Background: an optimization exercise with open tools, aiming at small area. Do not read the settings as production practice.
Function was checked by simulation only, so behaviour that the tests miss may differ from the original.
Power is estimated from default activity; no workload was simulated.

==> flow/design.v (excerpt) <==
module tpu_io_ctrl #(
  parameter int WORD_SIZE = 256,
  parameter int ROWS      = 32,
  localparam int ADDR_W   = (ROWS > 1) ? $clog2(ROWS) : 1
) (
  input  logic                 clk,
  input  logic                 rst,
  input  logic                 in_valid,
  input  logic [WORD_SIZE-1:0] gbuff_a,
  input  logic [WORD_SIZE-1:0] gbuff_b,
  input  logic [4:0]           m,
  input  logic [4:0]           n,
  input  logic [4:0]           k,
  output logic                 wr_en,
  output logic [ADDR_W-1:0]    wr_addr,
  output logic [WORD_SIZE-1:0] wr_data_a,
  output logic [WORD_SIZE-1:0] wr_data_b,
  output logic                 start,
  output logic [4:0]           m_o,
  output logic [4:0]           n_o,
  output logic [4:0]           k_o,
  input  logic                 done,
  output logic                 rd_en,
  output logic [ADDR_W-1:0]    rd_addr,
  input  logic [WORD_SIZE-1:0] rd_data,
  output logic                 out_valid,
  output logic [WORD_SIZE-1:0] gbuff_out,
  output logic                 busy,
  ...
Size: about 1400 cells after synthesis, roughly 15000 sq um of cells after synthesis.
export LEC_CHECK = 0
export CAP_MARGIN = 20
export CORE_AREA = 10 10 450 450
export DIE_AREA = 0 0 460 460
export SLEW_MARGIN = 20
create_clock -name core_clock -period 5.0 [get_ports {clk}]
standard.sh (not shown) runs the stock make flow with config.mk's settings and CLKGATE_MAP_FILE= SYNTH_SCRIPT=/design/flow/synth_recipe.tcl, a recipe that flattens the netlist after the stock synthesis.
==> flow/flow/run.sh <==
#!/bin/bash
# Layout flow: the standard ORFS flow (standard.sh, unchanged synthesis)
# with three changes to how the layout is made:
#  - io.tcl places every pin by hand, evenly around the die edge, with the
#    pins of each data bit next to each other (sourced at the end of
#    floorplan through IO_CONSTRAINTS; place_pins then leaves them alone);
#  - port buffers use the smallest buffer cell (buf_1);
#  - the clock tree uses clkbuf_8 leaf buffers for clusters of at most 20
#    flip-flops, clkbuf_16 above them, and no dummy loads.
# The full output of the ORFS run goes to standard.log; ORFS keeps each
# step's own log under orfs/logs.
export IO_CONSTRAINTS="$PWD/flow/io.tcl"
export BUFFER_PORTS_ARGS="-buffer_cell sky130_fd_sc_hd__buf_1"
export CTS_ARGS="-sink_clustering_enable -repair_clock_nets -dont_use_dummy_load -buf_list {sky130_fd_sc_hd__clkbuf_16} -sink_clustering_buffer sky130_fd_sc_hd__buf_6 -sink_clustering_size 15 -sink_clustering_max_diameter 100"
bash standard.sh > standard.log 2>&1
==> flow/flow/io.tcl <==
# Place every pin by hand, spread evenly around the die edge. Each data bit's
# pins sit together (gbuff_a, rd_data, wr_data_a, gbuff_out share a register;
# gbuff_b feeds wr_data_b), so its buffers and registers stay at the edge
# next to them. Control pins sit together in the middle of the left edge, with free
# slots on both sides of the clock pin.
set block [ord::get_db_block]
set die [$block getDieArea]
set dbu [$block getDbUnitsPerMicron]
set W [expr {double([$die xMax]) / $dbu}]
set H [expr {double([$die yMax]) / $dbu}]
set avoid 10.0
# slots, counterclockwise: bottom (met2), right (met3), top (met2), left (met3)
set slots {}
for {set x [expr {0.23 + 0.46 * ceil(($avoid - 0.23) / 0.46)}]} {$x <= $W - $avoid} {set x [expr {$x + 0.46}]} {
  lappend slots [list met2 $x 0.2425 {0.14 0.485}]
}
for {set y [expr {0.34 + 0.68 * ceil(($avoid - 0.34) / 0.68)}]} {$y <= $H - $avoid} {set y [expr {$y + 0.68}]} {
  lappend slots [list met3 [expr {$W - 0.4}] $y {0.8 0.3}]
}
set top {}
for {set x [expr {0.23 + 0.46 * ceil(($avoid - 0.23) / 0.46)}]} {$x <= $W - $avoid} {set x [expr {$x + 0.46}]} {
  lappend top [list met2 $x [expr {$H - 0.2425}] {0.14 0.485}]
}
set slots [concat $slots [lreverse $top]]
set left {}
for {set y [expr {0.34 + 0.68 * ceil(($avoid - 0.34) / 0.68)}]} {$y <= $H - $avoid} {set y [expr {$y + 0.68}]} {
  lappend left [list met3 0.4 $y {0.8 0.3}]
}
set slots [concat $slots [lreverse $left]]

# pin order around the ring
set data {}
for {set i 0} {$i < 256} {incr i} {
  lappend data "gbuff_a\[$i\]" "rd_data\[$i\]" "wr_data_a\[$i\]" "gbuff_out\[$i\]" "gbuff_b\[$i\]" "wr_data_b\[$i\]"
}
set ctrl {{} {} clk {} {} rst in_valid done wr_en start rd_en out_valid busy proto_err}
foreach b {m n k} {
  for {set i 0} {$i < 5} {incr i} { lappend ctrl "$b\[$i\]" "${b}_o\[$i\]" }
}
for {set i 0} {$i < 5} {incr i} { lappend ctrl "wr_addr\[$i\]" "rd_addr\[$i\]" }
# the control pins go where the left edge's middle falls in the ring
set n [llength $slots]
set m [expr {[llength $data] + [llength $ctrl]}]
set nl [llength $left]
set mid [expr {$n - $nl / 2}]
set at [expr {int(round(double($mid) * $m / $n)) - [llength $ctrl] / 2}]
set pins [concat [lrange $data 0 [expr {$at - 1}]] $ctrl [lrange $data $at end]]
for {set j 0} {$j < $m} {incr j} {
  set s [lindex $slots [expr {int(double($j) * $n / $m)}]]
  lassign $s layer x y size
  if {[lindex $pins $j] eq ""} continue
  place_pin -pin_name [lindex $pins $j] -layer $layer -location [list $x $y] -pin_size $size -force_to_die_boundary
}
The baseline finished with timing, DRC and antenna clean.
Change:
--- a/flow/flow/run.sh
+++ b/flow/flow/run.sh
@@ -14 +14 @@
-export CTS_ARGS="-sink_clustering_enable -repair_clock_nets -dont_use_dummy_load -buf_list {sky130_fd_sc_hd__clkbuf_16} -sink_clustering_buffer sky130_fd_sc_hd__buf_6 -sink_clustering_size 15 -sink_clustering_max_diameter 100"
+export CTS_ARGS="-sink_clustering_enable -repair_clock_nets -dont_use_dummy_load -buf_list {sky130_fd_sc_hd__clkbuf_16} -sink_clustering_buffer sky130_fd_sc_hd__clkbuf_8 -sink_clustering_size 20 -sink_clustering_max_diameter 100"
--- a/flow/flow/io.tcl
+++ b/flow/flow/io.tcl
@@ -34 +34,4 @@
-  lappend data "gbuff_a\[$i\]" "rd_data\[$i\]" "wr_data_a\[$i\]" "gbuff_out\[$i\]" "gbuff_b\[$i\]" "wr_data_b\[$i\]"
+  lappend data "gbuff_a\[$i\]" "rd_data\[$i\]" "wr_data_a\[$i\]" "gbuff_out\[$i\]"
+}
+for {set i 0} {$i < 256} {incr i} {
+  lappend data "gbuff_b\[$i\]" "wr_data_b\[$i\]"
Result: The changed run passed the timing, DRC and antenna checks. Via count hardly moves. Clock power shrinks by about 6%. Routed wire length shrinks by about 3%. Power shrinks by 1.2%.
Change:
--- a/flow/flow/io.tcl
+++ b/flow/flow/io.tcl
@@ -34,4 +34 @@
-  lappend data "gbuff_a\[$i\]" "rd_data\[$i\]" "wr_data_a\[$i\]" "gbuff_out\[$i\]"
-}
-for {set i 0} {$i < 256} {incr i} {
-  lappend data "gbuff_b\[$i\]" "wr_data_b\[$i\]"
+  lappend data "gbuff_a\[$i\]" "rd_data\[$i\]" "wr_data_a\[$i\]" "gbuff_out\[$i\]" "gbuff_b\[$i\]" "wr_data_b\[$i\]"
--- a/flow/config.mk
+++ b/flow/config.mk
@@ -8 +8 @@
-export CAP_MARGIN = 20
+export CAP_MARGIN = 5
@@ -11 +11 @@
-export SLEW_MARGIN = 20
+export SLEW_MARGIN = 5
After rerunning: The changed run produced a clean layout. Utilization stays flat. Maximum frequency shrinks by 4.6%. Sequential cell count does not change. Total power shrinks by 0.74%. Clock skew shrinks by 0.055 ns. Synthesized cell count stays the same.
Change:
--- a/flow/config.mk
+++ b/flow/config.mk
@@ -9,2 +9,2 @@
-export CORE_AREA = 10 10 450 450
-export DIE_AREA = 0 0 460 460
+export CORE_AREA = 10 10 430 430
+export DIE_AREA = 0 0 440 440
Result: Total power is about the same. Worst hold slack improved by 0.0049 ns. Routed wire length shrinks slightly. Cell count shrinks by a few percent. Combinational power shrinks slightly. Die area shrinks by a little under a tenth.
Change:
--- a/flow/config.mk
+++ b/flow/config.mk
@@ -8,4 +8,4 @@
-export CAP_MARGIN = 5
-export CORE_AREA = 10 10 430 430
-export DIE_AREA = 0 0 440 440
-export SLEW_MARGIN = 5
+export CAP_MARGIN = 0
+export CORE_AREA = 10 10 450 450
+export DIE_AREA = 0 0 460 460
+export SLEW_MARGIN = 0
Effect: The changed run finished clean. Global-route usage came out lower by 0.43 points. Total power barely changes. Worst setup slack gains 0.050 ns. Design area went up by 0.96%. Register-to-register slack barely changes. Synthesized cell count stays the same.

==> port drivers added, routing unchanged <==
Ports are ideal in the flow. The routed layouts listed here were re-timed in OpenROAD. Step 1: set_driving_cell puts a clkbuf_16 on clk and a buf_2 on each other input, an assumption about the parent block. Step 2 moves the port delays by t, midway between the first and last clock arrival at a register: inputs arrive t later, outputs are due t later. That takes back most of the time a late clock gives input paths. Three values: ideal, step 1, step 2; two values: the first two.
| run | t (ns) | setup WS [ns] | worst setup path after step 2 | worst register clock-pin slew, ns | worst data-port slew with drivers (ns) |
|---|---|---|---|---|---|
| the first run | 0.619 | 1.755 / 1.698 / 2.317 | register to output | 0.11 / 0.11 | 0.06 |
| the second run | 0.625 | 1.751 / 1.696 / 2.321 | register to output | 0.12 / 0.12 | 0.06 |
| the third run | 0.668 | 1.596 / 1.539 / 2.207 | register to output | 0.12 / 0.12 | 0.06 |
| the fourth run | 0.649 | 1.546 / 1.491 / 2.141 | register to output | 0.12 / 0.12 | 0.06 |
| the fifth run | 0.668 | 1.596 / 1.539 / 2.207 | register to output | 0.12 / 0.12 | 0.06 |
After both steps every run listed still meets setup and hold.
